This design comes from an exercise in tuning for small area and a short achievable clock period on the open sky130 flow, not from production work.
At most, simulation tests tie the RTL to the original design; equivalence was not proved.
Function not checked in run 8: the RTL went through the layout flow alone.
Power is estimated from default activity; no workload was simulated.

## design/flow/config.mk

```make
export PLATFORM = sky130hd
export DESIGN_NAME = mem_responder
export DESIGN_NICKNAME = mem_responder
export VERILOG_FILES = /design/flow/design.v
export SDC_FILE = /design/flow/constraint.sdc
export NUM_CORES = 4
export LEC_CHECK = 0
export CAP_MARGIN = 20
export CELL_PAD_IN_SITES_DETAIL_PLACEMENT = 1
export CELL_PAD_IN_SITES_GLOBAL_PLACEMENT = 2
export CORE_MARGIN = 2
export CORE_UTILIZATION = 50
export SETUP_SLACK_MARGIN = 2.5
export SLEW_MARGIN = 20
```

## design/flow/constraint.sdc

```tcl
create_clock -name core_clock -period 5.0 [get_ports {clock}]
set_input_delay 1.0000 -clock core_clock [delete_from_list [all_inputs] [get_ports {clock}]]
set_output_delay 1.0000 -clock core_clock [all_outputs]
set_load 0.01 [all_outputs]
```

## design/flow/run.sh

```bash
#!/bin/bash
# synth_recipe.tcl (not shown) runs the flow's synth.tcl, then flattens the netlist and writes it again
# the make line also repeats each setting of config.mk as NAME=value (left out here)
make -C /OpenROAD-flow-scripts/flow DESIGN_CONFIG=/design/flow/config.mk WORK_HOME=/design/flow/orfs CLKGATE_MAP_FILE= SYNTH_SCRIPT=/design/flow/synth_recipe.tcl finish
```

## design/flow/design.v

```verilog
module mem_responder #(
  parameter int ADDR_BITS  = 6,
  parameter int RD_LATENCY = 1
) (
  input  logic                 clock,
  input  logic                 reset,
  input  logic [31:0]          Address,
  input  logic                 Wr,
  input  logic [31:0]          Datain,
  output logic [31:0]          Dataout,
  output logic                 rd_valid,
  output logic                 addr_err,
  input  logic                 ld_en,
  input  logic [ADDR_BITS-1:0] ld_addr,
  input  logic [31:0]          ld_data,
  output logic                 ld_clash
);
  localparam int ROWS = 1 << (ADDR_BITS - 2);
  localparam int RB   = ADDR_BITS - 2;
  logic [7:0] bank [4][ROWS];
  function automatic logic [4*ROWS-1:0] row_selects(input logic [RB-1:0] row, input logic [1:0] off);
    logic [ROWS-1:0] dec;
    logic [ROWS-1:0] dec_nx;
    for (int r = 0; r < ROWS; r++) begin
      dec[r]    = (row == RB'(r));
      dec_nx[r] = (row == RB'(r - 1));
    end
    for (int b = 0; b < 4; b++)
      row_selects[b*ROWS +: ROWS] = (2'(b) < off) ? dec_nx : dec;
  endfunction
  logic [3:0][ROWS-1:0] rd_sel;
  logic [3:0][7:0]      bank_rd;
  logic [31:0]          rd_word;
  assign rd_sel = row_selects(Address[ADDR_BITS-1:2], Address[1:0]);
  always_comb begin
    for (int b = 0; b < 4; b++) begin
      bank_rd[b] = '0;
      for (int r = 0; r < ROWS; r++)
        bank_rd[b] = bank_rd[b] | (bank[b][r] & {8{rd_sel[b][r]}});
    end
  end
  always_comb begin
    for (int k = 0; k < 4; k++) begin
      rd_word[31-8*k -: 8] = '0;
      for (int b = 0; b < 4; b++)
        rd_word[31-8*k -: 8] = rd_word[31-8*k -: 8] | (bank_rd[b] & {8{Address[1:0] == 2'(b - k)}});
    end
  end
  logic                 wr_en;
  logic [ADDR_BITS-1:0] wr_base;
  logic [31:0]          wr_word;
  logic [3:0][ROWS-1:0] wr_sel;
  logic [3:0][7:0]      wr_byte;
  assign wr_en   = reset & (ld_en | Wr);
  assign wr_base = ld_en ? ld_addr : Address[ADDR_BITS-1:0];
  assign wr_word = ld_en ? ld_data : Datain;
  assign wr_sel  = row_selects(wr_base[ADDR_BITS-1:2], wr_base[1:0]);
  always_comb begin
    for (int b = 0; b < 4; b++) begin
      wr_byte[b] = '0;
      for (int k = 0; k < 4; k++)
        wr_byte[b] = wr_byte[b] | (wr_word[31-8*k -: 8] & {8{wr_base[1:0] == 2'(b - k)}});
    end
  end
  always_ff @(posedge clock) begin
    for (int b = 0; b < 4; b++)
      for (int r = 0; r < ROWS; r++)
        if (wr_en && wr_sel[b][r]) bank[b][r] <= wr_byte[b];
  end
  always_ff @(posedge clock or negedge reset) begin
    if (!reset) begin
      Dataout  <= '0;
      addr_err <= 1'b0;
      rd_valid <= 1'b0;
      ld_clash <= 1'b0;
    end else begin
      Dataout  <= rd_word;
      addr_err <= (Address[31:ADDR_BITS] != '0);
      rd_valid <= 1'b1;
      ld_clash <= ld_en & Wr;
    end
  end
endmodule
```

==> notes.md, run 1 <==
Pwr per Cell Area=327 nW/um^2; clock buffer depth=3; CP arrival=4.03 ns; CP delay by family, top=simple AND/OR/NAND/NOR gates; library cells used by synthesis=100; switching share of power=0.296; Leakage=12.5 nW; Hold Fails Final Rpt=0; die width=233 microns; Clock Power Share=0.363; synth warn=2; Critical Path RT=5.58 ns; clk slew on worst S/H paths=0.06 ns; asr flop ratio synth=0.0640; Root Driver=clkbuf_16; setup ws final=1.55 ns; crit-path max cell delay=1.15 ns; Syn Inst Count=1931; setup repair after global routing missed its margin=yes; DR DRC count=0; Post-synth top flop=edfxtp_1; dpl hpwl=70.5 mm; Max H-tree Level=2; Total Routing Usage GR=0.435; CP endpoint kind=register; sequential fraction of the synthesis area=0.622; CP startpoint kind=input port; Hold WC Path Type=input port to register; Initial Util=0.507; Comb power frac=0.201; Tmin final=3.45 ns; CP max-delay cell=nor3_1; Die Y=233 microns; total negative slack=0 ns; total wire length=140 mm; maxcap violations=0; CTS tree=done; P_sw=3.62 mW; area delta synth->final=43.2%; most frequent cells in the layout=edfxtp_1 (512), buf_4 (191), buf_12 (114); number of synthesized register bits=547; Rows=83; GP Congestion=0.932; highest achievable clock rate=0.290 GHz; commonest non-fill, non-tap cell in the layout=edfxtp_1; die area=54100 sq um; total gr overflow=0; DR vias=24500; period utilization=0.690; CP bufs+invs=5; CP most frequent cell=buf_4; hold_buf cts=0; Worst Skew=0.0483 ns; Post-synth EDFFs=512; I/O pin cnt=141; Nets=2448; CTS Buf Count=58; Core Area=51500 sq um; first-pass GRT wire length=165 mm; vias in the first global route=22500; Final Setup Violations=0; Routed Antenna Nets=0; Syn Std Cell Area=26100 sq um; Skew-Pair Late Insertion Delay=0.68 ns; crit-path max FO=11; initial antenna violation count=18; Layout Utilization=0.726; crit-path cells=buf_16 -> buf_4 -> buf_12 -> or3b_4 -> nor3_1 -> a311oi_2 -> nand4_1 -> buf_4 -> nor4_1 -> buf_4 -> a211oi_1; WL/cell=45.5 microns; CTS Sinks=547; I/O Buffers=140; VDD IR max=0.420 mV; Setup WS pre-CTS=0.674 ns; synthesized area per cell=13.5 sq um; initial DRC count=4813; layout cells sized above 1=0.402; post-synth net total=2037; sequential power share=0.436; largest net degree at the start of global routing=66; actual slew at the worst max-slew pin=1.44 ns; worst rel slew slack=0.0313; vias per inst=7.97; Internal=8.62 mW; Hold Slack=0.643 ns; DR pass1 iterations=8; status=timing/DRC/antenna clean; Slew Limit Fails=0; Worst Path Class, Setup=input port to register
state kept, by name, indices dropped and copies added (netlist names):
signal,flops
rd_valid,1
Dataout,32
addr_err,1
bank,512
ld_clash,1
repair_timing:
item	4_1_cts	5_1_grt
gates resized for setup	245	133
cloned	18	10
endpoints found under the setup margin	1090	605
buffers inserted	155	128
pin swaps	103	84
power by group through the flow:
stage	clock (mW)	sequential, mW	combinational (mW)
2_1_floorplan	0	5.41	0.954
3_3_place_gp	0	5.42	1.58
3_5_place_dp	0	5.42	1.61
4_1_cts	4.25	5.33	1.97
5_1_grt	4.51	5.34	2.44
6_report	4.44	5.34	2.46
per-layer routing:
layer	wire (microns)	share of wire	track usage	vias up
met4	13200	0.094	0.276	14
met5	130	0.00093	0.0110	-
met2	58700	0.42	0.657	2739
li1	-	-	-	8749
met1	45100	0.32	0.528	12000
met3	22900	0.16	0.156	978
final timing paths:
kind / startpoint / end / slack [ns] / depth (start not counted)
min reg2reg: bank[24][7] / Dataout[7] / 0.71 / 4
max in group asynchronous: reset / ld_clash / 3.88 / 2
max: Address[4] / Dataout[28] / 1.55 / 11
min in group asynchronous: reset / Dataout[30] / 0.69 / 2
min: Address[0] / Dataout[28] / 0.64 / 2
max reg2reg: bank[56][4] / Dataout[20] / 2.33 / 6
layout make-up:
cell class / instances / area (sq um)
Sequential cell: 547 / 16300
Fill cell: 4383 / 14100
Clock inverter: 31 / 297
Clock buffer: 75 / 1560
Tap cell: 680 / 851
Antenna cell: 9 / 22.5
Timing Repair Buffer: 503 / 6370
Inverter: 12 / 57.6
Multi-Input combinational cell: 1220 / 12000
cells in the mapped netlist, types with 18 or more instances:
master / instances / area [sq um]
o31ai_1: 26 / 195
and3_1: 28 / 175
nand4_1: 32 / 200
nor2_1: 70 / 263
a22oi_1: 89 / 668
nor3_1: 27 / 135
mux2i_1: 104 / 1040
mux2_2: 62 / 698
clkbuf_1: 50 / 188
a221oi_1: 19 / 166
buf_2: 52 / 260
buf_4: 19 / 143
nand3_1: 54 / 270
o21ai_0: 18 / 90.1
buf_6: 24 / 270
nor4_1: 23 / 144
nand2_1: 144 / 541
edfxtp_1: 512 / 15400
a21oi_1: 116 / 581
a22o_1: 37 / 324
o211ai_1: 32 / 240
dfrtp_1: 35 / 876
through the flow:
step	power (mW)	instance area (sq um)	instances
after CTS	11.5	35200	2930
final	12.2	37400	3077
after global placement	7.00	29800	2651
after global routing	12.3	37400	3068
after floorplan	6.37	28200	1931
after detailed placement	7.04	29800	2651
logic make-up (layout without fill, tap and decap cells):
kind of cell              count (synthesis)  in the layout  share of synthesized area
and+or+nand+nor                         504            507                      0.110
AOI/OAI and AO/OA                       532            532                      0.156
DFF                                     547            547                      0.622
buffers and inverters                   167            621                     0.0362
xor gates and xnor gates                  1              1                   0.000336
other                                     1             10                   0.000144
muxes                                   179            179                     0.0757
worst reg2reg max path: stages (launching register included):
cell and delay (ns):
edfxtp_1 0.42, mux2i_1 0.24, o2bb2ai_1 0.14, a22oi_1 0.77, o2111ai_2 0.51, o221ai_1 0.34, o31ai_1 0.11
==> run 2: changes to the inputs <==
==> design/flow/flow/run.sh (new file) <==
#!/bin/bash
# Own layout flow: the standard ORFS flow, with
#  - extra ORFS make variables from flow/make_vars.txt (one NAME=VALUE per line).
# Every tool's output goes to ORFS's own logs (orfs/logs/...) and the make output to flow_make.log.
set -euo pipefail
W=$(pwd)
F=$W/flow
{
  echo "proc abc {args} {"
  echo "  set i [lsearch -exact \$args -script]"
  echo "  if {\$i >= 0} { lset args [expr {\$i + 1}] {$F/abc.script} }"
  echo "  yosys abc {*}\$args"
  echo "}"
  cat "$W/synth_recipe.tcl"
} > "$W/own_synth.tcl"
vars=("SYNTH_SCRIPT=$W/own_synth.tcl")
if [[ -f $F/make_vars.txt ]]; then
  while IFS= read -r line; do
    [[ -z $line || $line == \#* ]] && continue
    vars+=("$line")
  done < "$F/make_vars.txt"
fi
bash "$W/standard.sh" "${vars[@]}" finish > "$W/flow_make.log" 2>&1
==> design/flow/flow/abc.script (new file) <==
strash
dch
map -B 0.9
topo
stime -c
buffer -c
upsize -c
dnsize -c
==> design/flow/flow/make_vars.txt (new file) <==
MATCH_CELL_FOOTPRINT=0
BUFFER_PORTS_ARGS=-buffer_cell sky130_fd_sc_hd__buf_2
==> design/flow/standard.sh (new file) <==
#!/bin/bash
# synth_recipe.tcl (not shown) runs the flow's synth.tcl, then flattens the netlist and writes it again
# the make line also repeats each setting of config.mk as NAME=value (left out here)
make -C /OpenROAD-flow-scripts/flow DESIGN_CONFIG=/design/flow/config.mk WORK_HOME=/design/flow/orfs CLKGATE_MAP_FILE= SYNTH_SCRIPT=/design/flow/synth_recipe.tcl "${@:-finish}"
--- a/design/flow/config.mk
+++ b/design/flow/config.mk
@@ -6,9 +6,10 @@
 export NUM_CORES = 4
 export LEC_CHECK = 0
+export ABC_AREA = 1
 export CAP_MARGIN = 20
 export CELL_PAD_IN_SITES_DETAIL_PLACEMENT = 1
 export CELL_PAD_IN_SITES_GLOBAL_PLACEMENT = 2
 export CORE_MARGIN = 2
-export CORE_UTILIZATION = 50
+export CORE_UTILIZATION = 30
 export SETUP_SLACK_MARGIN = 2.5
 export SLEW_MARGIN = 20
removed: design/flow/run.sh
==> run 2 against run 1 <==
Net effect: non-clock buffer count fell by 172; largest power group unchanged; setup slack improved by 0.95 ns; synthesized area fell by 8.2%; critical path type unchanged; sequential share of layout area rose by 7.9 points; clock power rose by 3%; utilization fell by 33 points; cell count rose by 24%; sequential power rose by 3%; sequential cell count did not move; final area fell by 15%.
==> notes.md, run 2 <==
total negative slack=0 ns (unchanged); period utilization=0.500 (-0.190); number of synthesized register bits=547 (unchanged); setup repair after global routing missed its margin=yes; Comb power frac=0.153 (-0.048); DR pass1 iterations=5 (-3); CTS Sinks=547 (unchanged); Pwr Total=11.9 mW (-3.1%); FF-to-FF End=Dataout[25]; synthesized area per cell=10.0 sq um (-26%); max reg flops=512 (unchanged); crit-path max FO=40 (+29); first-pass GRT wire length=133 mm (-20%); P_sw=3.20 mW (-12%); Rows=103 (+24%); Top reg by flops=bank; Skew-Pair Late Insertion Delay=0.60 ns (-0.08 ns); Final Setup Violations=0 (unchanged); Post-synth EDFFs=512 (unchanged); Nets=2818 (+15%); Max H-tree Level=3 (+1); largest net degree at the start of global routing=41 (-38%); CTS Buf Count=66 (+14%); Synth area leaders=edfxtp_1 (64%), nand2_1 (15%), nor2_1 (5.6%); total wire length=90.9 mm (-35%); clk slew on worst S/H paths=0.05 ns (about the same); CP startpoint kind=input port; biggest area consumer among synthesized cells=edfxtp_1; VDD IR max=0.196 mV (-53%); sequential power share=0.462 (+0.026); vias per inst=4.96 (-38%); Tmin final=2.50 ns (-0.950 ns); sequential fraction of the synthesis area=0.678 (+0.0554); I/O Buffers=140 (unchanged); synth warn=2 (unchanged); hold_buf cts=0 (unchanged); Hold Fails Final Rpt=0 (unchanged); Synth top area share=0.641 (+0.0524); Internal=8.66 mW (+0.48%); switching share of power=0.270 (-0.0261); Worst Skew=0.0304 ns (-0.0178 ns); die area=82200 sq um (+52%); dpl hpwl=63.1 mm (-10%); clock buffer depth=3 (unchanged); I/O pin cnt=141 (unchanged); most frequent cells in the layout=nand2_1 (875), edfxtp_1 (512), nor2_1 (290); top flop regs=bank x512, Dataout x32; initial DRC count=1214 (-75%); library cells used by synthesis=26 (-74%); maxcap violations=0 (unchanged); most frequent cell after synthesis=nand2_1; actual slew at the worst max-slew pin=0.711 ns (-0.731 ns); r2r setup slk=3.43 ns (+1.10 ns); most frequent cells after synthesis=nand2_1 (944), edfxtp_1 (512), nor2_1 (358); commonest non-fill, non-tap cell in the layout=nand2_1; Reg2Reg Depth=7 (+1); Hold Startpoint=Address[30]; Clock Power Share=0.385 (+0.022); Leakage=11.8 nW (-5.5%); Layout Utilization=0.400 (-0.326); Core Area=79000 sq um (+53%); vias in the first global route=19600 (-13%); worst rel slew slack=0.524 (+0.493); Die Y=287 microns (+23%); GP Congestion=0.819 (-12%); DR DRC count=0 (unchanged); CTS tree=done; WL/cell=23.8 microns (-48%); Syn Std Cell Area=24000 sq um (-8.2%); Pwr per Cell Area=375 nW/um^2 (+15%); Hold WC Path Type=input port to register; die width=287 microns (+23%); r2r startpoint=bank[48][1]; Root Driver=clkbuf_16; Post-synth top flop=edfxtp_1; Syn Inst Count=2393 (+24%); CP endpoint kind=register; diode count=0 (-9); post-synth net total=2499 (+23%); Slew Limit Fails=0 (unchanged); highest achievable clock rate=0.400 GHz (+38%); Initial Util=0.303 (-0.203); Critical Path RT=5.30 ns (-0.28 ns); initial antenna violation count=2 (-16); Total Routing Usage GR=0.221 (-0.214); DR vias=18900 (-23%); hold path endpoint=addr_err; CP arrival=2.80 ns (-1.23 ns); Routed Antenna Nets=0 (unchanged); total gr overflow=0 (unchanged); layout cells sized above 1=0.249 (-0.154); area delta synth->final=31.9%; Worst Path Class, Setup=input port to register; Hold Crit Depth=3 (+1); asr flop ratio synth=0.0640 (unchanged); status=timing/DRC/antenna clean
## run 2: changes by cell type after synthesis, sizes merged, moves of 69 or more
cell / before / now
nor2: 77 / 381
mux2: 69 / 0
mux2i: 105 / 0
nand2: 145 / 952
a22oi: 89 / 0
nand3: 54 / 220
a21oi: 117 / 32
## run 2: cell families (layout without fill, tap and decap cells)
group / Yosys count / in the layout / synth area share
AOI/OAI and AO/OA: 87 / 87 / 0.0190
other: 1 / 1 / 0.000156
buffers and inverters: 120 / 486 / 0.0221
DFF: 547 / 547 / 0.678
and+or+nand+nor: 1638 / 1641 / 0.281
## run 2: cell type report
class	instances	area [sq um]
Fill cell	8659	47400
Clock buffer	83	1740
Multi-Input combinational cell	1729	8700
Clock inverter	35	288
Inverter	37	196
Sequential cell	547	16300
Timing Repair Buffer	331	3130
Tap cell	1050	1310
## run 2: timing repair
action	CTS	global route
pin swaps	48	28
cloned	3	3
setup buffers	106	33
setup endpoints to repair	1056	654
gates resized for setup	146	110
## run 2: worst max path at each step
stage | endpoint | slack [ns] | startpoint | cells after the start
finish | bank[44][4] | 2.50 | ld_en | 10
global route | Dataout[27] | 2.47 | Address[1] | 13
CTS | Dataout[21] | 2.47 | Address[4] | 14
detailed placement | bank[21][1] | 0.97 | ld_en | 8
global placement | bank[29][7] | 1.15 | ld_en | 8
floorplan | bank[34][0] | 2.44 | ld_en | 10
## run 2: metrics by stage
stage | hold slack [ns] | instances | setup WS, ns | area (sq um)
after CTS | 0.613 | 3776 | 2.47 | 30800
after global routing | 0.637 | 3812 | 2.47 | 31600
after global placement | 0.761 | 3549 | 1.15 | 26800
final | 0.647 | 3812 | 2.50 | 31600
after detailed placement | 0.759 | 3549 | 0.972 | 26800
after floorplan | 0.678 | 2393 | 2.44 | 24800
## run 2: per-layer routing
layer	part of all wire	track usage
met2	0.46	0.358
met1	0.46	0.310
met3	0.048	0.0287
met4	0.025	0.0631
met5	0	0
## run 2: power by group through the flow
stage | Sequential (mW) | Combinational (mW) | Clock (mW)
3_5_place_dp | 5.59 | 1.48 | 0
3_3_place_gp | 5.59 | 1.46 | 0
6_report | 5.48 | 1.81 | 4.57
2_1_floorplan | 5.59 | 0.752 | 0
5_1_grt | 5.51 | 1.95 | 4.85
4_1_cts | 5.49 | 1.75 | 4.68
## run 2: critical path: stages
cell      delay, ns
buf_12         0.12
inv_16         0.07
or2_4          0.27
o21ai_2        0.10
inv_1          0.09
or2_4          0.32
nor2_4         0.22
clkinv_4       0.20
a21oi_4        0.21
buf_12         0.14
==> run 3: changes to the inputs <==
==> design/flow/flow/abc.script (replaced) <==
strash
dch
map -a
topo
stime -c
buffer -c
upsize -c
dnsize -c
==> run 3 against run 2 <==
Net effect: maximum frequency decreased by 8.3%; largest power group unchanged; largest cell class unchanged; clock-buffer cell count shrank 5; synthesized area shrank 4.1%; sequential power about the same; global-route usage fell by 1.4 points; die area shrank 4.0%; via count is 12% lower; synthesized cell count decreased by 23%; register-to-register slack worse by 0.82 ns; final area increased by 0.82%; cell count down 14%; still clean; non-clock buffer count increased by 7.
==> notes.md, run 3 <==
DR pass1 iterations=5 (unchanged); DR DRC count=0 (unchanged); Comb power frac=0.153 (about the same); die area=78900 sq um (-4.0%); Total Routing Usage GR=0.207 (-0.0137); diode count=0 (unchanged); Internal=8.70 mW (+0.43%); sequential power share=0.464 (+0.002); vias in the first global route=17100 (-13%); Routed Antenna Nets=0 (unchanged); sequential fraction of the synthesis area=0.706 (+0.0286); crit-path cells=buf_12 -> clkinv_16 -> nor2_4 -> inv_4 -> nor2_4 -> buf_4 -> buf_4 -> nand2_1 -> o21ai_2 -> a22oi_1 -> nand4_1 -> or4_4 -> a22oi_2 -> nand2_1; clock buffer depth=3 (unchanged); library cells used by synthesis=37 (+42%); Worst Skew=0.0264 ns (-0.00401 ns); VDD IR max=0.350 mV (+79%); maxcap violations=0 (unchanged); total gr overflow=0 (unchanged); CTS Sinks=547 (unchanged); Clock Power Share=0.383 (-0.002); Die Y=281 microns (-2.0%); final instance area=31900 sq um (+0.82%); biggest area consumer among synthesized cells=edfxtp_1; I/O Buffers=140 (unchanged); Post-synth top flop=edfxtp_1; CTS Buf Count=61 (-7.6%); most frequent cells in the layout=edfxtp_1 (512), nand2_1 (282), inv_1 (156); asr flop ratio synth=0.0640 (unchanged); max reg flops=512 (unchanged); Initial Util=0.303 (-0.000611); CP arrival=3.23 ns (+0.43 ns); status=timing/DRC/antenna clean; setup ws final=2.27 ns (-0.226 ns); hold_buf cts=0 (unchanged); worst rel slew slack=0.444 (-0.0803); Worst Path Class, Setup=input port to register; synthesized area per cell=12.4 sq um (+24%); period utilization=0.545 (+0.0453); CP delay by family, top=simple AND/OR/NAND/NOR gates; CTS tree=done; total negative slack=0 ns (unchanged); Post-synth EDFFs=512 (unchanged); CP max-delay cell=or4_4; Pwr per Cell Area=372 nW/um^2 (-0.90%); Setup WS pre-CTS=0.901 ns (-0.0708 ns); vias per inst=5.10 (+2.9%); I/O pin cnt=141 (unchanged); layout cells sized above 1=0.371 (+0.123); Synth Area in Simple Gates=0.0990 (-0.182); Hold WC Path Type=input port to register; largest family of logic cells by synthesized area=compound AO/OA/AOI/OAI gates; P_sw=3.15 mW (-1.5%); Leakage=11.0 nW (-7.0%); Top reg by flops=bank; Skew-Pair Late Insertion Delay=0.65 ns (+0.05 ns); Synth Area in XOR/XNOR=0 (unchanged); largest net degree at the start of global routing=40 (-2.4%); Core Area=75900 sq um (-3.9%); Post-Synth Adder-Cell Area=0 (unchanged); post-synth net total=1958 (-22%); setup repair after global routing missed its margin=yes; Syn Inst Count=1852 (-23%); GP Congestion=0.806 (-1.5%); Synth area leaders=edfxtp_1 (67%), a22oi_1 (5.7%), nand2_1 (5.1%); DR vias=16700 (-12%); Synth Area in Compound Gates=0.146 (+0.127); number of synthesized register bits=547 (unchanged); Critical Path RT=5.51 ns (+0.21 ns); commonest non-fill, non-tap cell in the layout=edfxtp_1; clk slew on worst S/H paths=0.06 ns (about the same); dpl hpwl=56.5 mm (-11%); CP startpoint kind=input port; switching share of power=0.266 (-0.00386); first-pass GRT wire length=119 mm (-10%); Placed Cells=2988 (-16%); Cell Area, Placed=26500 sq um (-1.2%); actual slew at the worst max-slew pin=0.826 ns (+0.114 ns); Final Setup Violations=0 (unchanged); CP bufs+invs=5 (unchanged); die width=281 microns (-2.0%); crit-path max cell delay=0.53 ns (+0.21 ns); Tmin final=2.73 ns (+0.226 ns); Rows=101 (-1.9%); initial DRC count=1179 (-2.9%); Root Driver=clkbuf_16; total wire length=82.1 mm (-9.7%); WL/cell=25.1 microns (+5.1%); area delta synth->final=38.6%; highest achievable clock rate=0.367 GHz (-8.3%); CP endpoint kind=register; post-synthesis mux area share=0 (unchanged); Max H-tree Level=2 (-1); Layout Cells excl Fill=3275 (-14%); top flop regs=bank x512, Dataout x32; most frequent cells after synthesis=edfxtp_1 (512), nand2_1 (312), inv_1 (198); Hold Fails Final Rpt=0 (unchanged); Slew Limit Fails=0 (unchanged); Syn Std Cell Area=23000 sq um (-4.1%); Synth top area share=0.668 (+0.0271); synth warn=2 (unchanged); Nets=2299 (-18%); crit-path max FO=8 (-80%); most frequent cell after synthesis=edfxtp_1; Hold Slack=0.594 ns (-0.0526 ns); initial antenna violation count=1 (-1)
[run 3: changes by cell type in the layout (fill, tap and decap cells not counted), sizes merged, moves of 24 or more]
cell and delta:
nand2 -640, nor2 -235, nand3 -218, a22oi +178
inv +169, o21ai +98, a21oi +55, a221oi +29
o211ai +24
[run 3: worst min-delay path: cells and delay by family]
kind                   cells  cell delay (ns)
AND/OR/NAND/NOR            2             0.11
buffers and inverters      1             0.07
[run 3: cell families (layout without fill, tap and decap cells)]
| kind of cell | after synthesis | in the layout |
|---|---|---|
| flip-flops | 547 | 547 |
| AND/OR/NAND/NOR | 533 | 535 |
| AO/OA/AOI/OAI | 496 | 496 |
| buffers and inverters | 275 | 666 |
| other | 1 | 1 |
[run 3: final cells by class]
type	instances	area [sq um]
fillers	7806	44100
flip-flops and latches	547	16300
multi-input cells	1032	8040
repair buffers	338	3280
clock buffers	78	1610
well taps	1030	1290
inverters	212	985
clock inverters	37	408
repair inverters	1	8.76
[run 3: timing repair]
item,4_1_cts,5_1_grt
cloned,4,2
gates resized for setup,183,112
pin swaps,102,89
setup endpoints to repair,965,886
buffers inserted,116,50
[run 3: power groups by stage]
stage	sequential (mW)	clock, mW	combinational [mW]
after floorplan	5.58	0	0.812
after global placement	5.59	0	1.39
after detailed placement	5.60	0	1.42
after CTS	5.50	4.63	1.72
after global routing	5.52	4.80	1.94
final	5.50	4.54	1.81
[run 3: final timing paths]
path	from	end	slack, ns	cells past startpoint
max in group asynchronous	reset	Dataout[0]	3.97	2
worst min-delay path	Address[7]	addr_err	0.59	3
worst min register to register	bank[61][4]	Dataout[20]	0.72	4
min in group asynchronous	reset	ld_clash	0.64	2
worst max register to register	bank[48][4]	Dataout[28]	2.61	9
worst max-delay path	Address[2]	Dataout[15]	2.27	14
[run 3: layer usage]
metal,GRT usage,up-vias,share of wire
met5,0,-,0
met4,0.0477,0,0.021
met3,0.0241,107,0.045
met2,0.348,450,0.49
met1,0.287,8603,0.45
li1,-,7547,-
[run 3: metrics by stage]
step	power, mW	util
finish	11.8	0.420
global route	12.3	0.420
CTS	11.9	0.406
detailed placement	7.02	0.349
global placement	6.98	0.349
floorplan	6.40	-
==> run 4: changes to the inputs <==
==> design/flow/flow/abc.script (replaced) <==
strash
dch
map -B 0.9
topo
stime -c
buffer -c
upsize -c
dnsize -c
--- a/design/flow/config.mk
+++ b/design/flow/config.mk
@@ -12,4 +12,4 @@
 export CORE_MARGIN = 2
 export CORE_UTILIZATION = 30
-export SETUP_SLACK_MARGIN = 2.5
+export SETUP_SLACK_MARGIN = 2.7
 export SLEW_MARGIN = 20
==> run 4 against run 3 <==
Net effect: still clean; via count is 15% higher; sequential power hardly changed; combinational power is 7% higher; synthesized area is 4.2% higher.
==> notes.md, run 4 <==
DR pass1 iterations=7 (+2); library cells used by synthesis=26 (-30%); Setup WS pre-CTS=0.895 ns (-0.00633 ns); crit-path max FO=9 (+1); Synth area leaders=edfxtp_1 (64%), nand2_1 (15%), nor2_1 (5.6%); I/O pin cnt=141 (unchanged); Tmin final=2.36 ns (-0.363 ns); Cell Area, Placed=26900 sq um (+1.6%); total negative slack=0 ns (unchanged); Placed Cells=3537 (+18%); Clock Power Share=0.400 (+0.017); max reg flops=512 (unchanged); largest net degree at the start of global routing=41 (+2.5%); Critical Path RT=5.37 ns (-0.14 ns); area delta synth->final=38.3%; CTS Buf Count=68 (+11%); Hold Fails Final Rpt=0 (unchanged); Layout Utilization=0.420 (about the same); DR DRC count=0 (unchanged); most frequent cells after synthesis=nand2_1 (944), edfxtp_1 (512), nor2_1 (358); switching share of power=0.266 (about the same); clk slew on worst S/H paths=0.05 ns (about the same); vias in the first global route=19500 (+14%); setup repair after global routing missed its margin=yes; period utilization=0.473 (-0.0725); Internal=9.07 mW (+4.3%); WL/cell=23.9 microns (-4.4%); setup ws final=2.64 ns (+0.363 ns); final instance area=33200 sq um (+4.0%); Initial Util=0.303 (+0.000611); CP startpoint kind=input port; synth warn=2 (unchanged); vias per inst=4.97 (-2.5%); synthesized area per cell=10.0 sq um (-19%); Worst Path Class, Setup=input port to register; first-pass GRT wire length=131 mm (+10%); Comb power frac=0.157 (+0.004); DR vias=19100 (+15%); Root Driver=clkbuf_16; die width=287 microns (+2.1%); maxcap violations=0 (unchanged); initial DRC count=1242 (+5.3%); Final Setup Violations=0 (unchanged); initial antenna violation count=3 (+2); Syn Inst Count=2393 (+29%); VDD IR max=0.248 mV (-29%); CTS tree=done; sequential power share=0.444 (-0.020); Synth top area share=0.641 (-0.0271); Slew Limit Fails=0 (unchanged); total gr overflow=0 (unchanged); Layout Cells excl Fill=3850 (+18%); Top reg by flops=bank; Post-synth top flop=edfxtp_1; clock buffer depth=3 (unchanged); Hold WC Path Type=input port to register; I/O Buffers=140 (unchanged); Leakage=12.3 nW (+12%); Worst Skew=0.0267 ns (+0.000339 ns); CTS Sinks=547 (unchanged); most frequent cells in the layout=nand2_1 (839), edfxtp_1 (512), nor2_1 (254); die area=82200 sq um (+4.2%); layout cells sized above 1=0.294 (-0.0778); CP arrival=2.73 ns (-0.50 ns); Skew-Pair Late Insertion Delay=0.62 ns (-0.03 ns); CP endpoint kind=register; Post-synth EDFFs=512 (unchanged); sequential fraction of the synthesis area=0.678 (-0.0286); Pwr per Cell Area=373 nW/um^2 (+0.28%); actual slew at the worst max-slew pin=0.685 ns (-0.141 ns); total wire length=92.2 mm (+12%); Syn Std Cell Area=24000 sq um (+4.2%); commonest non-fill, non-tap cell in the layout=nand2_1; Die Y=287 microns (+2.1%); most frequent cell after synthesis=nand2_1; Core Area=79000 sq um (+4.0%); biggest area consumer among synthesized cells=edfxtp_1; Rows=103 (+2.0%); top flop regs=bank x512, Dataout x32; Max H-tree Level=3 (+1); status=timing/DRC/antenna clean; post-synth net total=2499 (+28%); worst rel slew slack=0.542 (+0.0983); Routed Antenna Nets=0 (unchanged); Total Routing Usage GR=0.219 (+0.0119); P_sw=3.29 mW (+4.3%); number of synthesized register bits=547 (unchanged); dpl hpwl=60.8 mm (+7.7%); Nets=2852 (+24%); GP Congestion=0.828 (+2.7%); highest achievable clock rate=0.423 GHz (+15%); asr flop ratio synth=0.0640 (unchanged); hold_buf cts=0 (unchanged)
==> run 4: logic make-up (layout without fill, tap and decap cells) <==
kind of cell	count (synthesis)	count (layout)	share of synthesized area
compound gates	87	87	0.0190
simple gates	1638	1646	0.281
other cells	1	2	0.000156
flops	547	547	0.678
buf+inv	120	518	0.0221
==> run 4: area by class of cell <==
| cell class | count | area, sq um |
|---|---|---|
| diodes | 1 | 2.50 |
| clock buffers | 87 | 1840 |
| clock inverters | 36 | 407 |
| fillers | 8546 | 45800 |
| inverters | 37 | 253 |
| multi-input cells | 1734 | 9400 |
| flip-flops and latches | 547 | 16300 |
| well taps | 1050 | 1310 |
| repair buffers | 356 | 3670 |
| repair inverters | 2 | 22.5 |
==> run 4: critical path: stages <==
cell and delay [ns]:
buf_16 0.12, clkinv_16 0.07, or2_4 0.24, o21ai_4 0.12
buf_4 0.27, nor2_4 0.11, buf_4 0.17, o21ai_0 0.39
a21oi_4 0.06, buf_12 0.17
==> run 4: power groups by stage <==
stage	sequential (mW)	combinational [mW]	clock [mW]
6_report	5.48	1.94	4.94
5_1_grt	5.50	2.08	5.23
4_1_cts	5.48	1.80	5.06
3_5_place_dp	5.58	1.48	0
3_3_place_gp	5.58	1.45	0
2_1_floorplan	5.59	0.774	0
==> run 4: worst paths after layout <==
kind / to / cells past startpoint / start / slack, ns
worst max-delay path: bank[35][0] / 10 / ld_en / 2.64
worst max register to register: Dataout[17] / 7 / bank[49][1] / 3.36
max in group asynchronous: addr_err / 3 / reset / 3.77
min in group asynchronous: ld_clash / 2 / reset / 0.64
worst min-delay path: addr_err / 3 / Address[30] / 0.62
worst min register to register: Dataout[27] / 8 / bank[26][3] / 0.79
==> run 4: through the flow <==
| stage | hold WS [ns] | power [mW] |
|---|---|---|
| after floorplan | 0.678 | 6.37 |
| after global placement | 0.767 | 7.03 |
| after detailed placement | 0.775 | 7.06 |
| after CTS | 0.575 | 12.3 |
| after global routing | 0.600 | 12.8 |
| final | 0.620 | 12.4 |
==> run 4: repair_timing <==
item                                     CTS  global route
endpoints found under the setup margin  1056           667
pin swaps                                 76            73
gates cloned                               7             8
gates resized for setup                  247           181
hold endpoints to repair                   0             0
setup buffers                            125            49
==> run 4: routing by layer <==
metal | wire length, microns | track usage
met2 | 42800 | 0.349
met4 | 2890 | 0.0788
met3 | 4550 | 0.0399
met5 | 22 | 0
met1 | 41900 | 0.299
==> run 5: changes to the inputs <==
--- a/design/flow/config.mk
+++ b/design/flow/config.mk
@@ -12,4 +12,4 @@
 export CORE_MARGIN = 2
 export CORE_UTILIZATION = 30
-export SETUP_SLACK_MARGIN = 2.7
+export SETUP_SLACK_MARGIN = 2.9
 export SLEW_MARGIN = 20
==> run 5 against run 4 <==
Net effect: still clean on timing, DRC and antenna; sequential share of layout area down 2.9 points; synthesized area unchanged; register-to-register slack better by 0.13 ns; sequential power about the same; maximum frequency up 0.46%; via count up 4.7%; non-clock buffer count up 88; clock-buffer cell count down 4; first-iteration DRC count up 20%; setup slack better by 0.011 ns; total power down 1.5%; combinational power up 21%; critical path type unchanged; highest routed layer is now met4.
==> notes.md, run 5 <==
worst rel slew slack=0.483 (-0.0592); post-synth net total=2499 (unchanged); most frequent cell after synthesis=nand2_1; FF-to-FF End=Dataout[21]; beginning of the critical path=ld_en; Core Area=79000 sq um (unchanged); r2r setup slk=3.49 ns (+0.13 ns); clk slew on worst S/H paths=0.05 ns (about the same); Slew Limit Fails=0 (unchanged); VDD IR max=0.204 mV (-18%); clock buffer depth=3 (unchanged); I/O pin cnt=141 (unchanged); CTS Sinks=547 (unchanged); DR DRC count=0 (unchanged); max layer used=met4; synthesized area per cell=10.0 sq um (unchanged); hold_buf cts=0 (unchanged); Syn Inst Count=2393 (unchanged); Met2 Wirelength=46.6 mm (+8.8%); vias per inst=5.11 (+2.8%); Routed Antenna Nets=0 (unchanged); die area=82200 sq um (unchanged); number of synthesized register bits=547 (unchanged); Skew-Pair Late Insertion Delay=0.64 ns (+0.02 ns); top flop regs=bank x512, Dataout x32; crit-path max cell delay=0.38 ns (about the same); most frequent cells in the layout=nand2_1 (777), edfxtp_1 (512), nor2_1 (228); total wire length=102 mm (+10%); Max H-tree Level=2 (-1); Post-synth top flop=edfxtp_1; Layout Cells excl Fill=3921 (+1.8%); Rows=103 (unchanged); sequential fraction of the synthesis area=0.678 (unchanged); sequential power share=0.451 (+0.007); CP arrival=2.69 ns (-0.04 ns); Leakage=13.0 nW (+5.9%); Layout Utilization=0.446 (+0.0265); Nets=2927 (+2.6%); P_sw=3.43 mW (+4.4%); met3 WL=5.55 mm (+22%); diode count=0 (-1); Pwr Total=12.2 mW (-1.5%); Fillers=8332 (-2.5%); biggest area consumer among synthesized cells=edfxtp_1; r2r startpoint=bank[56][5]; Worst Path Class, Setup=input port to register; highest achievable clock rate=0.425 GHz (+0.46%); crit path to=bank[17][1]; Final Setup Violations=0 (unchanged); total gr overflow=0 (unchanged); max reg flops=512 (unchanged); CP endpoint kind=register; switching share of power=0.282 (+0.0158); Pwr per Cell Area=345 nW/um^2 (-7.3%); Synth top area share=0.641 (unchanged); Internal=8.74 mW (-3.6%); Hold WC Path Type=input port to register; layout cells sized above 1=0.361 (+0.0668); die width=287 microns (unchanged); CP startpoint kind=input port; period utilization=0.471 (-0.00216); Reg2Reg Depth=7 (unchanged); Tmin final=2.35 ns (-0.0108 ns); Post-synth EDFFs=512 (unchanged); first-pass GRT wire length=140 mm (+6.4%); Hold Fails Final Rpt=0 (unchanged); actual slew at the worst max-slew pin=0.773 ns (+0.0884 ns); synth warn=2 (unchanged); Total Routing Usage GR=0.235 (+0.0162); Cell Area, Placed=27000 sq um (+0.39%); CTS tree=done; Die Y=287 microns (unchanged); GP Congestion=0.803 (-3.0%); largest net degree at the start of global routing=36 (-12%); Clock Power Share=0.357 (-0.043); Placed Cells=3530 (-0.20%); asr flop ratio synth=0.0640 (unchanged); M1 WL=45.8 mm (+9.2%); library cells used by synthesis=26 (unchanged); status=timing/DRC/antenna clean; initial antenna violation count=2 (-1); crit-path max FO=8 (-1); Synth area leaders=edfxtp_1 (64%), nand2_1 (15%), nor2_1 (5.6%); CTS Buf Count=60 (-12%); Critical Path RT=5.34 ns (-0.03 ns); initial DRC count=1485 (+20%); Syn Std Cell Area=24000 sq um (unchanged); commonest non-fill, non-tap cell in the layout=nand2_1; I/O Buffers=140 (unchanged); area delta synth->final=47.0%; Comb power frac=0.192 (+0.035); DR vias=20000 (+4.7%); crit-path cells=buf_16 -> clkinv_8 -> o21ai_2 -> nand2_4 -> nor2_4 -> clkinvlp_4 -> buf_6 -> o22ai_4 -> buf_12; maxcap violations=0 (unchanged); Worst Skew=0.0351 ns (+0.00840 ns); vias in the first global route=20100 (+3.2%); Top reg by flops=bank; dpl hpwl=62.9 mm (+3.4%); Initial Util=0.303 (unchanged); most frequent cells after synthesis=nand2_1 (944), edfxtp_1 (512), nor2_1 (358); WL/cell=25.9 microns (+8.3%); DR pass1 iterations=6 (-1); CP max-delay cell=o21ai_2; final instance area=35300 sq um (+6.3%); total negative slack=0 ns (unchanged); setup repair after global routing missed its margin=yes; Root Driver=clkbuf_16
[run 5: cell counts after synthesis]
Identical to the previous run, type by type.
[run 5: metal layers]
| metal | up-vias | GRT usage |
|---|---|---|
| met2 | 636 | 0.370 |
| met3 | 185 | 0.0421 |
| li1 | 9022 | - |
| met1 | 10200 | 0.325 |
| met5 | - | 0 |
| met4 | 0 | 0.0869 |
[run 5: power groups by stage]
stage,sequential (mW),combinational (mW),clock (mW)
after floorplan,5.59,0.790,0
final,5.50,2.34,4.34
after global placement,5.60,1.46,0
after CTS,5.49,2.02,4.43
after detailed placement,5.61,1.49,0
after global routing,5.52,2.46,4.59
[run 5: cells by family (layout without fill, tap and decap cells)]
logic type / Yosys count / count (layout) / share of synthesized area
AOI/OAI and AO/OA: 87 / 87 / 0.0190
buffers and inverters: 120 / 596 / 0.0221
DFF: 547 / 547 / 0.678
other: 1 / 1 / 0.000156
and+or+nand+nor: 1638 / 1640 / 0.281
[run 5: worst min-delay path by stage]
| stage | startpoint | to | depth (start not counted) |
|---|---|---|---|
| after floorplan | bank[54][0] | Dataout[8] | 6 |
| after global placement | bank[5][4] | Dataout[4] | 8 |
| after detailed placement | bank[23][7] | Dataout[31] | 8 |
| after CTS | Address[30] | addr_err | 3 |
| after global routing | Address[30] | addr_err | 3 |
| final | Address[30] | addr_err | 3 |
[run 5: timing repair]
action,in CTS,in global routing
endpoints found under the setup margin,1091,1083
pin swaps,153,178
setup buffers,193,58
resized for setup,417,338
cloned,13,15
[run 5: area by class of cell]
class	count	area [sq um]	share of cell area
flip-flops and latches	547	16300	0.461
multi-input cells	1728	10300	0.292
repair buffers	444	5200	0.147
clock buffers	83	1630	0.0462
well taps	1050	1310	0.0373
inverters	37	298	0.00845
clock inverters	29	259	0.00735
repair inverters	3	26.3	0.000745
[run 5: through the flow]
stage / hold slack, ns / worst slack [ns]
after global placement: 0.783 / 0.945
after floorplan: 0.665 / 2.44
after CTS: 0.578 / 2.71
after detailed placement: 0.798 / 0.911
final: 0.609 / 2.65
after global routing: 0.610 / 2.62
[run 5: critical path, delay by kind of cell]
family / cells / cell delay (ns)
AO/OA/AOI/OAI: 2 / 0.58
AND/OR/NAND/NOR: 2 / 0.41
buffers and inverters: 5 / 0.69
==> run 6: changes to the inputs <==
--- a/design/flow/config.mk
+++ b/design/flow/config.mk
@@ -12,4 +12,5 @@
 export CORE_MARGIN = 2
 export CORE_UTILIZATION = 30
-export SETUP_SLACK_MARGIN = 2.9
+export CTS_BUF_LIST = sky130_fd_sc_hd__clkbuf_8
+export SETUP_SLACK_MARGIN = 2.6
 export SLEW_MARGIN = 20
==> run 6 against run 5 <==
Net effect: maximum frequency shrank 1.6%; first-iteration DRC count shrank 26%; sequential share of layout area grew 5.4 points; clock power shrank 8.1%; global-route usage shrank 0.99 points; utilization shrank 4.7 points; clock-buffer cell count grew 22; critical endpoint is now bank[60][4]; largest power group unchanged.
==> notes.md, run 6 <==
sequential fraction of the synthesis area=0.678 (unchanged); post-synth net total=2499 (unchanged); Initial Util=0.303 (unchanged); Hold Startpoint=Address[30]; crit-path max FO=9 (+1); biggest area consumer among synthesized cells=edfxtp_1; die width=287 microns (unchanged); GR Util met1=0.311 (-0.0141); Total Routing Usage GR=0.226 (-0.00986); footprint of the multi-input gates=9030 sq um (-12%); Worst Skew=0.0307 ns (-0.00448 ns); max reg flops=512 (unchanged); Root Driver=clkbuf_8; setup repair after global routing missed its margin=yes; CP endpoint kind=register; total wire length=93.3 mm (-8.3%); CP arrival=2.70 ns (about the same); Layout Cells excl Fill=3860 (-1.6%); number of synthesized register bits=547 (unchanged); largest net degree at the start of global routing=50 (+39%); M3 GR Usage=0.0371 (-0.00501); Cell Area, Placed=26900 sq um (-0.37%); Pwr per Cell Area=358 nW/um^2 (+3.5%); Synth area leaders=edfxtp_1 (64%), nand2_1 (15%), nor2_1 (5.6%); Pwr Total=11.3 mW (-7.3%); most frequent cells in the layout=nand2_1 (846), edfxtp_1 (512), nor2_1 (272); synth warn=2 (unchanged); maxcap violations=0 (unchanged); actual slew at the worst max-slew pin=0.766 ns (-0.00714 ns); initial DRC count=1106 (-26%); DR DRC count=0 (unchanged); Rows=103 (unchanged); synthesized area per cell=10.0 sq um (unchanged); CTS Sinks=547 (unchanged); CP startpoint kind=input port; total negative slack=0 ns (unchanged); Skew-Pair Late Insertion Delay=0.70 ns (+0.06 ns); Critical Path RT=5.31 ns (-0.03 ns); Tmin final=2.39 ns (+0.0372 ns); CTS tree=done; Syn Std Cell Area=24000 sq um (unchanged); Leakage=11.8 nW (-9.3%); most frequent cells after synthesis=nand2_1 (944), edfxtp_1 (512), nor2_1 (358); clk slew on worst S/H paths=0.06 ns (about the same); DR pass1 iterations=5 (-1); beginning of the critical path=ld_en; register area=16300 sq um (unchanged); library cells used by synthesis=26 (unchanged); Placed Cells=3549 (+0.54%); most frequent cell after synthesis=nand2_1; VDD IR max=0.181 mV (-12%); worst rel slew slack=0.488 (+0.00478); hold path endpoint=addr_err; initial antenna violation count=3 (+1); top flop regs=bank x512, Dataout x32; GP Congestion=0.820 (+2.1%); WL/cell=24.2 microns (-6.8%); asr flop ratio synth=0.0640 (unchanged); Post-synth EDFFs=512 (unchanged); FF-to-FF End=Dataout[5]; gr busiest metal=met2; Routed Antenna Nets=0 (unchanged); Max H-tree Level=3 (+1); r2r setup slk=3.41 ns (-0.08 ns); highest achievable clock rate=0.418 GHz (-1.6%); DR vias=19000 (-5.2%); die area=82200 sq um (unchanged); r2r startpoint=bank[60][5]; Core Area=79000 sq um (unchanged); hold_buf cts=0 (unchanged); Top reg by flops=bank; Post-synth top flop=edfxtp_1; clock buffer depth=3 (unchanged); Nets=2833 (-3.2%); Worst Path Class, Setup=input port to register; Hold Crit Depth=3 (unchanged); final instance area=31600 sq um (-10%); Synth top area share=0.641 (unchanged); vias per inst=4.92 (-3.7%); Final Setup Violations=0 (unchanged); total gr overflow=0 (unchanged); Syn Inst Count=2393 (unchanged); Hold Fails Final Rpt=0 (unchanged); routing usage on met2=0.359 (-0.0108); period utilization=0.478 (+0.00744); Slew Limit Fails=0 (unchanged); I/O pin cnt=141 (unchanged); I/O Buffers=140 (unchanged); layout cells sized above 1=0.271 (-0.0895); Reg2Reg Depth=7 (unchanged); Hold WC Path Type=input port to register; Layout Utilization=0.400 (-0.0467); area delta synth->final=31.6%; Die Y=287 microns (unchanged); vias in the first global route=19400 (-3.4%); commonest non-fill, non-tap cell in the layout=nand2_1; first-pass GRT wire length=134 mm (-4.2%); CTS Buf Count=96 (+60%); dpl hpwl=63.9 mm (+1.5%); Fillers=8771 (+5.3%); status=timing/DRC/antenna clean
## run 6: worst max path at each step
| stage | endpoint |
|---|---|
| after floorplan | bank[34][0] |
| after global placement | Dataout[28] |
| after detailed placement | Dataout[28] |
| after CTS | bank[8][7] |
| after global routing | Dataout[1] |
| final | bank[60][4] |
## run 6: worst max-delay path, stage by stage
cell,delay (ns)
buf_12,0.14
clkinv_8,0.11
or2_4,0.30
o21ai_4,0.08
nand2_2,0.18
nor2_4,0.21
inv_2,0.20
nor2_4,0.44
## run 6: final cells by class
| class | count | area share |
|---|---|---|
| repair inverters | 2 | 0.000555 |
| clock inverters | 74 | 0.0128 |
| diodes | 2 | 0.000159 |
| inverters | 37 | 0.00682 |
| flip-flops and latches | 547 | 0.515 |
| repair buffers | 314 | 0.0913 |
| well taps | 1050 | 0.0416 |
| multi-input cells | 1729 | 0.286 |
| clock buffers | 105 | 0.0458 |
## run 6: logic make-up (layout without fill, tap and decap cells)
group                  count (synthesis)  after routing  share of synthesized area
flip-flops                           547            547                      0.678
buffers and inverters                120            532                     0.0221
AO/OA/AOI/OAI                         87             87                     0.0190
AND/OR/NAND/NOR                     1638           1641                      0.281
other                                  1              3                   0.000156
## run 6: repair_timing
action	in CTS	in global routing
setup buffers	104	19
gates resized for setup	209	122
pin swaps	73	50
cloned	5	2
endpoints found under the setup margin	1052	489
hold endpoints to repair	0	0
## run 6: per-layer routing
layer,part of all wire,routed length [microns]
met3,0.054,5060
met1,0.45,42300
met5,0.00096,90
met4,0.029,2690
met2,0.46,43100
## run 6: report_power, final
group	switching (mW)	internal, mW	total, mW
clock	1.90	2.09	3.99
sequential	0.0701	5.42	5.49
combinational	1.26	0.539	1.80
## run 6: through the flow
| step | setup WS [ns] | hold WS [ns] |
|---|---|---|
| final | 2.61 | 0.528 |
| after detailed placement | 1.01 | 0.792 |
| after CTS | 2.56 | 0.461 |
| after global placement | 0.960 | 0.772 |
| after floorplan | 2.44 | 0.678 |
| after global routing | 2.55 | 0.499 |
==> run 7: changes to the inputs <==
--- a/design/flow/config.mk
+++ b/design/flow/config.mk
@@ -13,4 +13,6 @@
 export CORE_UTILIZATION = 30
 export CTS_BUF_LIST = sky130_fd_sc_hd__clkbuf_8
+export CTS_CLUSTER_DIAMETER = 80
+export CTS_CLUSTER_SIZE = 16
 export SETUP_SLACK_MARGIN = 2.6
 export SLEW_MARGIN = 20
==> run 7 against run 6 <==
Net effect: clock skew increased by 0.010 ns; sequential power about the same; global-route usage is 0.21 points lower; critical path type unchanged; largest cell class unchanged; largest power group unchanged.
==> notes.md, run 7 <==
status=timing/DRC/antenna clean; CP startpoint kind=input port; Hold WC Path Type=input port to async pin; max reg flops=512 (unchanged); Final Setup Violations=0 (unchanged); Die Y=287 microns (unchanged); I/O Buffers=140 (unchanged); I/O pin cnt=141 (unchanged); met3 WL=4.50 mm (-11%); total negative slack=0 ns (unchanged); Leakage=11.2 nW (-5.4%); CP delay by family, top=buffers and inverters; CTS Sinks=547 (unchanged); Placed Cells=3549 (unchanged); top flop regs=bank x512, Dataout x32; post-synth net total=2499 (unchanged); asr flop ratio synth=0.0640 (unchanged); Pwr Total=9.70 mW (-14%); most frequent cells after synthesis=nand2_1 (944), edfxtp_1 (512), nor2_1 (358); crit-path max FO=18 (+9); Max H-tree Level=2 (-1); Fillers=8743 (-0.32%); hold_buf cts=0 (unchanged); M1 WL=42.3 mm (about the same); Pwr per Cell Area=319 nW/um^2 (-11%); synth warn=2 (unchanged); register area=16300 sq um (unchanged); vias in the first global route=18900 (-3.0%); Initial Util=0.303 (unchanged); commonest non-fill, non-tap cell in the layout=nand2_1; area delta synth->final=27.1%; number of synthesized register bits=547 (unchanged); first-pass GRT wire length=133 mm (-0.88%); die area=82200 sq um (unchanged); Met2 Wirelength=42.8 mm (-0.77%); clk slew on worst S/H paths=0.10 ns (+0.04 ns); layout cells sized above 1=0.253 (-0.0180); total wire length=92.3 mm (-1.1%); CP max-delay cell=o21ai_1; die width=287 microns (unchanged); period utilization=0.486 (+0.00801); CP arrival=2.88 ns (+0.18 ns); maxcap violations=0 (unchanged); Syn Std Cell Area=24000 sq um (unchanged); Worst Path Class, Setup=input port to register; Routed Antenna Nets=0 (unchanged); Skew-Pair Late Insertion Delay=0.68 ns (-0.02 ns); WL/cell=24.6 microns (+1.8%); Layout Utilization=0.386 (-0.0139); library cells used by synthesis=26 (unchanged); Slew Limit Fails=0 (unchanged); synthesized area per cell=10.0 sq um (unchanged); FF-to-FF End=Dataout[17]; Hold Fails Final Rpt=0 (unchanged); max layer used=met4; Critical Path RT=5.45 ns (+0.14 ns); CP bufs+invs=6 (+3); dpl hpwl=63.9 mm (unchanged); Tmin final=2.43 ns (+0.0400 ns); Setup WS pre-CTS=1.01 ns (unchanged); DR pass1 iterations=5 (unchanged); CTS tree=done; biggest area consumer among synthesized cells=edfxtp_1; total gr overflow=0 (unchanged); Hold Slack=0.516 ns (-0.0124 ns); CP most frequent cell=buf_12; crit-path cells=buf_12 -> clkinv_8 -> or2_1 -> o21ai_4 -> inv_6 -> nor2_4 -> buf_12 -> inv_6 -> o21ai_1 -> a21oi_4 -> buf_12; setup ws final=2.57 ns (-0.0400 ns); most frequent cells in the layout=nand2_1 (851), edfxtp_1 (512), nor2_1 (280); DR DRC count=0 (unchanged); actual slew at the worst max-slew pin=0.757 ns (-0.00900 ns); worst rel slew slack=0.494 (+0.00602); Post-synth EDFFs=512 (unchanged); Synth area leaders=edfxtp_1 (64%), nand2_1 (15%), nor2_1 (5.6%); Top reg by flops=bank; r2r startpoint=bank[56][1]; initial DRC count=1273 (+15%); Reg2Reg Depth=7 (unchanged); Synth top area share=0.641 (unchanged); Rows=103 (unchanged); Cell Area, Placed=26900 sq um (unchanged); DR vias=18600 (-2.2%); Syn Inst Count=2393 (unchanged); setup repair after global routing missed its margin=yes; GP Congestion=0.820 (unchanged); sequential fraction of the synthesis area=0.678 (unchanged); r2r setup slk=3.43 ns (+0.02 ns); Root Driver=clkbuf_8; Total Routing Usage GR=0.223 (-0.00209); VDD IR max=0.196 mV (+8.2%); Post-synth top flop=edfxtp_1; vias per inst=4.95 (+0.66%); initial antenna violation count=4 (+1); highest achievable clock rate=0.411 GHz (-1.6%); Core Area=79000 sq um (unchanged); Worst Skew=0.0409 ns (+0.0102 ns); largest net degree at the start of global routing=50 (unchanged); footprint of the multi-input gates=8930 sq um (-1.1%); crit-path max cell delay=0.28 ns (-0.16 ns); most frequent cell after synthesis=nand2_1; CTS Buf Count=44 (-54%); Layout Cells excl Fill=3751 (-2.8%); final instance area=30500 sq um (-3.5%); Nets=2784 (-1.7%); CP endpoint kind=register; clock buffer depth=3 (unchanged)
[run 7: changes by cell type in the layout (fill, tap and decap cells not counted), moves of 5 or more]
cell	change
clkbuf_8	-61
buf_12	+7
nor2_1	+8
inv_1	-27
clkinv_1	-20
nand2_1	+5
[run 7: cell families after synthesis]
family,synth area share
AO/OA/AOI/OAI,0.0190
AND/OR/NAND/NOR,0.281
buffers and inverters,0.0221
flip-flops,0.678
other,0.000156
[run 7: final cells by class]
cell class,instances,share of cell area
multi-input combinational,1729,0.293
timing repair buffer,317,0.0983
sequential,547,0.533
clock buffer,44,0.0199
clock inverter,23,0.00448
inverter,37,0.00686
antenna,2,0.000164
tap,1050,0.0431
timing repair inverter,2,0.000575
[run 7: metal layers]
layer / up-vias / global-route usage
li1: 8668 / -
met1: 9338 / 0.313
met2: 449 / 0.359
met3: 117 / 0.0319
met4: 0 / 0.0675
met5: - / 0
[run 7: worst reg2reg max path: stages (launching register included)]
cell and delay (ns):
edfxtp_1 0.39, nand3_1 0.10, nand4_1 0.16, or2_1 0.26, nor2_1 0.28, nor2_1 0.07, nor2_1 0.14, nand2_1 0.07
[run 7: report_power, final]
part / total, mW / leakage (nW) / switching (mW) / internal, mW
Sequential: 5.48 / 4.77 / 0.0697 / 5.41
Combinational: 1.80 / 5.99 / 1.25 / 0.544
Clock: 2.43 / 0.402 / 1.58 / 0.843
[run 7: how the worst max path moves through the flow]
stage	start	end	slack, ns	cells after the start
CTS	ld_en	bank[57][3]	2.60	9
global route	Address[0]	Dataout[1]	2.51	13
detailed placement	Address[4]	Dataout[28]	1.01	13
finish	ld_en	bank[3][6]	2.57	11
global placement	Address[4]	Dataout[28]	0.96	13
floorplan	ld_en	bank[34][0]	2.44	10
[run 7: repair_timing]
| action | CTS | global route |
|---|---|---|
| pin swaps | 62 | 41 |
| resized for setup | 191 | 109 |
| endpoints found under the setup margin | 1056 | 419 |
| buffers inserted | 105 | 21 |
| hold endpoints to repair | 0 | 0 |
| gates cloned | 6 | 1 |
==> run 8: changes to the inputs <==
--- a/design/flow/design.v
+++ b/design/flow/design.v
@@ -47,18 +47,23 @@
     end
   end
-  logic                 wr_en;
-  logic [ADDR_BITS-1:0] wr_base;
-  logic [31:0]          wr_word;
+  logic                 wr_cpu;
+  logic [3:0][ROWS-1:0] ld_sel;
+  logic [3:0][ROWS-1:0] cpu_sel;
   logic [3:0][ROWS-1:0] wr_sel;
   logic [3:0][7:0]      wr_byte;
-  assign wr_en   = reset & (ld_en | Wr);
-  assign wr_base = ld_en ? ld_addr : Address[ADDR_BITS-1:0];
-  assign wr_word = ld_en ? ld_data : Datain;
-  assign wr_sel  = row_selects(wr_base[ADDR_BITS-1:2], wr_base[1:0]);
+  assign wr_cpu  = ~ld_en & Wr;
+  assign ld_sel  = row_selects(ld_addr[ADDR_BITS-1:2], ld_addr[1:0]);
+  assign cpu_sel = row_selects(Address[ADDR_BITS-1:2], Address[1:0]);
+  always_comb begin
+    for (int b = 0; b < 4; b++)
+      wr_sel[b] = {ROWS{reset}} & (({ROWS{ld_en}} & ld_sel[b]) | ({ROWS{wr_cpu}} & cpu_sel[b]));
+  end
   always_comb begin
     for (int b = 0; b < 4; b++) begin
       wr_byte[b] = '0;
       for (int k = 0; k < 4; k++)
-        wr_byte[b] = wr_byte[b] | (wr_word[31-8*k -: 8] & {8{wr_base[1:0] == 2'(b - k)}});
+        wr_byte[b] = wr_byte[b]
+                   | (ld_data[31-8*k -: 8] & {8{ld_en & (ld_addr[1:0] == 2'(b - k))}})
+                   | (Datain[31-8*k -: 8]  & {8{~ld_en & (Address[1:0] == 2'(b - k))}});
     end
   end
@@ -66,5 +71,5 @@
     for (int b = 0; b < 4; b++)
       for (int r = 0; r < ROWS; r++)
-        if (wr_en && wr_sel[b][r]) bank[b][r] <= wr_byte[b];
+        if (wr_sel[b][r]) bank[b][r] <= wr_byte[b];
   end
   always_ff @(posedge clock or negedge reset) begin
--- a/design/flow/config.mk
+++ b/design/flow/config.mk
@@ -12,7 +12,4 @@
 export CORE_MARGIN = 2
 export CORE_UTILIZATION = 30
-export CTS_BUF_LIST = sky130_fd_sc_hd__clkbuf_8
-export CTS_CLUSTER_DIAMETER = 80
-export CTS_CLUSTER_SIZE = 16
 export SETUP_SLACK_MARGIN = 2.6
 export SLEW_MARGIN = 20
==> run 8 against run 7 <==
Net effect: setup slack worse by 0.018 ns; sequential power down 0.9%; critical endpoint is now bank[17][4]; synthesized cell count rose by 3.3%; highest routed layer is now met5; sequential cell count did not move; largest power group unchanged; largest cell class unchanged; die area rose by 3.3%.
==> notes.md, run 8 <==
Total Routing Usage GR=0.235 (+0.0115); DR pass1 iterations=6 (+1); CTS Sinks=547 (unchanged); Initial Util=0.302 (-0.00129); initial antenna violation count=4 (unchanged); WL/cell=26.5 microns (+7.6%); hold_buf cts=0 (unchanged); worst rel slew slack=0.400 (-0.0937); status=timing/DRC/antenna clean; setup repair after global routing missed its margin=yes; most frequent cells in the layout=nand2_1 (701), edfxtp_1 (512), nor2_1 (282); vias per inst=5.27 (+6.4%); Hold Fails Final Rpt=0 (unchanged); GP Congestion=0.890 (+8.5%); first-pass GRT wire length=146 mm (+10%); register area=16300 sq um (unchanged); area delta synth->final=36.6%; Synth area leaders=edfxtp_1 (62%), nand2_1 (12%), nor2_1 (5.4%); Hold WC Path Type=input port to async pin; M3 GR Usage=0.0370 (+0.00516); top flop regs=bank x512, Dataout x32; Worst Path Class, Setup=input port to register; clock buffer depth=3 (unchanged); Rows=105 (+1.9%); Tmin final=2.45 ns (+0.0183 ns); Root Driver=clkbuf_16; DR DRC count=0 (unchanged); VDD IR max=0.212 mV (+8.5%); Die Y=291 microns (+1.6%); biggest area consumer among synthesized cells=edfxtp_1; Layout Utilization=0.413 (+0.0270); Slew Limit Fails=0 (unchanged); Reg2Reg Depth=7 (unchanged); die width=291 microns (+1.6%); Max H-tree Level=3 (+1); Skew-Pair Late Insertion Delay=0.62 ns (-0.06 ns); synthesized area per cell=10.0 sq um (about the same); Leakage=12.5 nW (+12%); Pwr Total=12.0 mW (+24%); Routed Antenna Nets=0 (unchanged); commonest non-fill, non-tap cell in the layout=nand2_1; largest net degree at the start of global routing=44 (-12%); synth warn=2 (unchanged); gr busiest metal=met2; die area=84900 sq um (+3.3%); Worst Skew=0.0286 ns (-0.0122 ns); maxcap violations=0 (unchanged); Synth top area share=0.621 (-0.0207); Syn Inst Count=2473 (+3.3%); CP endpoint kind=register; crit-path max FO=8 (-10); I/O pin cnt=141 (unchanged); max reg flops=512 (unchanged); sequential fraction of the synthesis area=0.656 (-0.0218); highest achievable clock rate=0.408 GHz (-0.75%); Nets=2893 (+3.9%); initial DRC count=1578 (+24%); clk slew on worst S/H paths=0.06 ns (-0.04 ns); number of synthesized register bits=547 (unchanged); post-synth net total=2579 (+3.2%); I/O Buffers=140 (unchanged); Top reg by flops=bank; asr flop ratio synth=0.0640 (unchanged); total gr overflow=0 (unchanged); most frequent cell after synthesis=nand2_1; Core Area=82000 sq um (+3.8%); dpl hpwl=66.8 mm (+4.6%); library cells used by synthesis=28 (+7.7%); CP startpoint kind=input port; Post-synth top flop=edfxtp_1; Fillers=8875 (+1.5%); Post-synth EDFFs=512 (unchanged); most frequent cells after synthesis=nand2_1 (794), edfxtp_1 (512), nor2_1 (359); total wire length=103 mm (+12%); routing usage on met2=0.373 (+0.0134); footprint of the multi-input gates=10500 sq um (+18%); vias in the first global route=20700 (+10%); DR vias=20600 (+11%); CTS Buf Count=66 (+50%); Critical Path RT=5.27 ns (-0.18 ns); CTS tree=done; GR Util met1=0.333 (+0.0208); Final Setup Violations=0 (unchanged); layout cells sized above 1=0.284 (+0.0308); Syn Std Cell Area=24800 sq um (+3.3%); Pwr per Cell Area=355 nW/um^2 (+12%); period utilization=0.490 (+0.00366); CP arrival=2.72 ns (-0.16 ns); total negative slack=0 ns (unchanged); actual slew at the worst max-slew pin=0.900 ns (+0.143 ns)
run 8: worst max-delay path, cell delays in order:
cell	delay, ns
buf_2	0.14
nor2_1	0.11
inv_1	0.12
nor2_2	0.35
nand2_1	0.18
inv_1	0.25
o22ai_1	0.18
a21oi_4	0.36
run 8: per-layer routing:
metal  routed length [microns]  vias to the layer above
met5                        53                        -
met4                      2600                        8
met3                      6460                      163
met2                     47000                      657
met1                     47300                    10400
li1                          -                     9309
run 8: area by class of cell:
| cell class | count | share of cell area |
|---|---|---|
| Sequential cell | 547 | 0.480 |
| Multi-Input combinational cell | 1754 | 0.311 |
| Timing Repair Buffer | 319 | 0.0944 |
| Clock buffer | 78 | 0.0511 |
| Tap cell | 1070 | 0.0396 |
| Inverter | 99 | 0.0129 |
| Clock inverter | 39 | 0.0107 |
| Antenna cell | 1 | 0.0000740 |
run 8: cell families after synthesis:
| logic type | after synthesis | share of synthesized area |
|---|---|---|
| AND/OR/NAND/NOR | 1486 | 0.247 |
| AO/OA/AOI/OAI | 245 | 0.0646 |
| buffers and inverters | 194 | 0.0325 |
| other | 1 | 0.000151 |
| flip-flops | 547 | 0.656 |
run 8: per-stage QoR:
| step | std cells | worst slack [ns] | hold slack [ns] | area (sq um) |
|---|---|---|---|---|
| 2_1_floorplan | 2473 | 2.49 | 0.678 | 25900 |
| 3_3_place_gp | 3630 | 0.933 | 0.754 | 27700 |
| 3_5_place_dp | 3631 | 0.821 | 0.774 | 27700 |
| 4_1_cts | 3839 | 2.48 | 0.550 | 32200 |
| 5_1_grt | 3906 | 2.55 | 0.591 | 33800 |
| 6_report | 3907 | 2.55 | 0.572 | 33800 |
run 8: what timing repair did:
action,4_1_cts,5_1_grt
gates cloned,12,15
pin swaps,69,92
buffers inserted,79,52
gates resized for setup,280,167
endpoints found under the hold margin,0,0
setup endpoints to repair,1056,701
run 8: path summary, 6_finish.rpt:
path	from	to	slack [ns]
max reg2reg	bank[48][6]	Dataout[14]	3.36
min reg2reg	bank[53][7]	Dataout[7]	0.77
min in group core_clock	Address[30]	addr_err	0.60
max in group asynchronous	reset	Dataout[28]	4.09
min	reset	Dataout[3]	0.57
max	ld_addr[5]	bank[17][4]	2.55
run 8: power breakdown:
part	internal (mW)	switching, mW	total [mW]	leakage [nW]
Sequential	5.37	0.0670	5.43	4.85
Clock	2.74	1.98	4.72	1.02
Combinational	0.609	1.26	1.87	6.59
Total	8.72	3.30	12.0	12.5

-- what the ideal ports hide --
Ports are ideal in the flow. The routed layouts listed here were re-timed in OpenROAD.
Step 1 sets driving cells, clkbuf_16 on the clock port and buf_2 on the other inputs (assumed; they add their load-dependent delay and slew).
Step 2, shift: input delay + t, output delay - t, t = (earliest + latest rising clock arrival at the registers) / 2. This alone moves slack from input paths to output paths.
Three values: ideal, step 1, step 2; two values: the first two.
run | shift t [ns] | setup WS [ns] | hold WS [ns]
run 1 | 0.714 | 1.549 / 1.305 / 0.591 | 0.643 / 0.671 / 0.715
run 2 | 0.649 | 2.499 / 2.502 / 1.853 | 0.647 / 0.607 / 0.766
run 3 | 0.703 | 2.273 / 2.204 / 1.501 | 0.594 / 0.554 / 0.720
run 4 | 0.669 | 2.635 / 2.559 / 1.890 | 0.620 / 0.582 / 0.787
run 5 | 0.692 | 2.646 / 2.550 / 1.858 | 0.609 / 0.565 / 0.796
run 6 | 0.748 | 2.609 / 2.610 / 1.862 | 0.528 / 0.492 / 0.815
run 7 | 0.728 | 2.569 / 2.569 / 1.841 | 0.516 / 0.495 / 0.812
run 8 | 0.673 | 2.551 / 2.438 / 1.765 | 0.572 / 0.537 / 0.770
After both steps setup and hold are still met in every run listed. The setup slack of run 1, which loses most, moves by -0.244 ns with the drivers and by -0.958 ns with both steps.
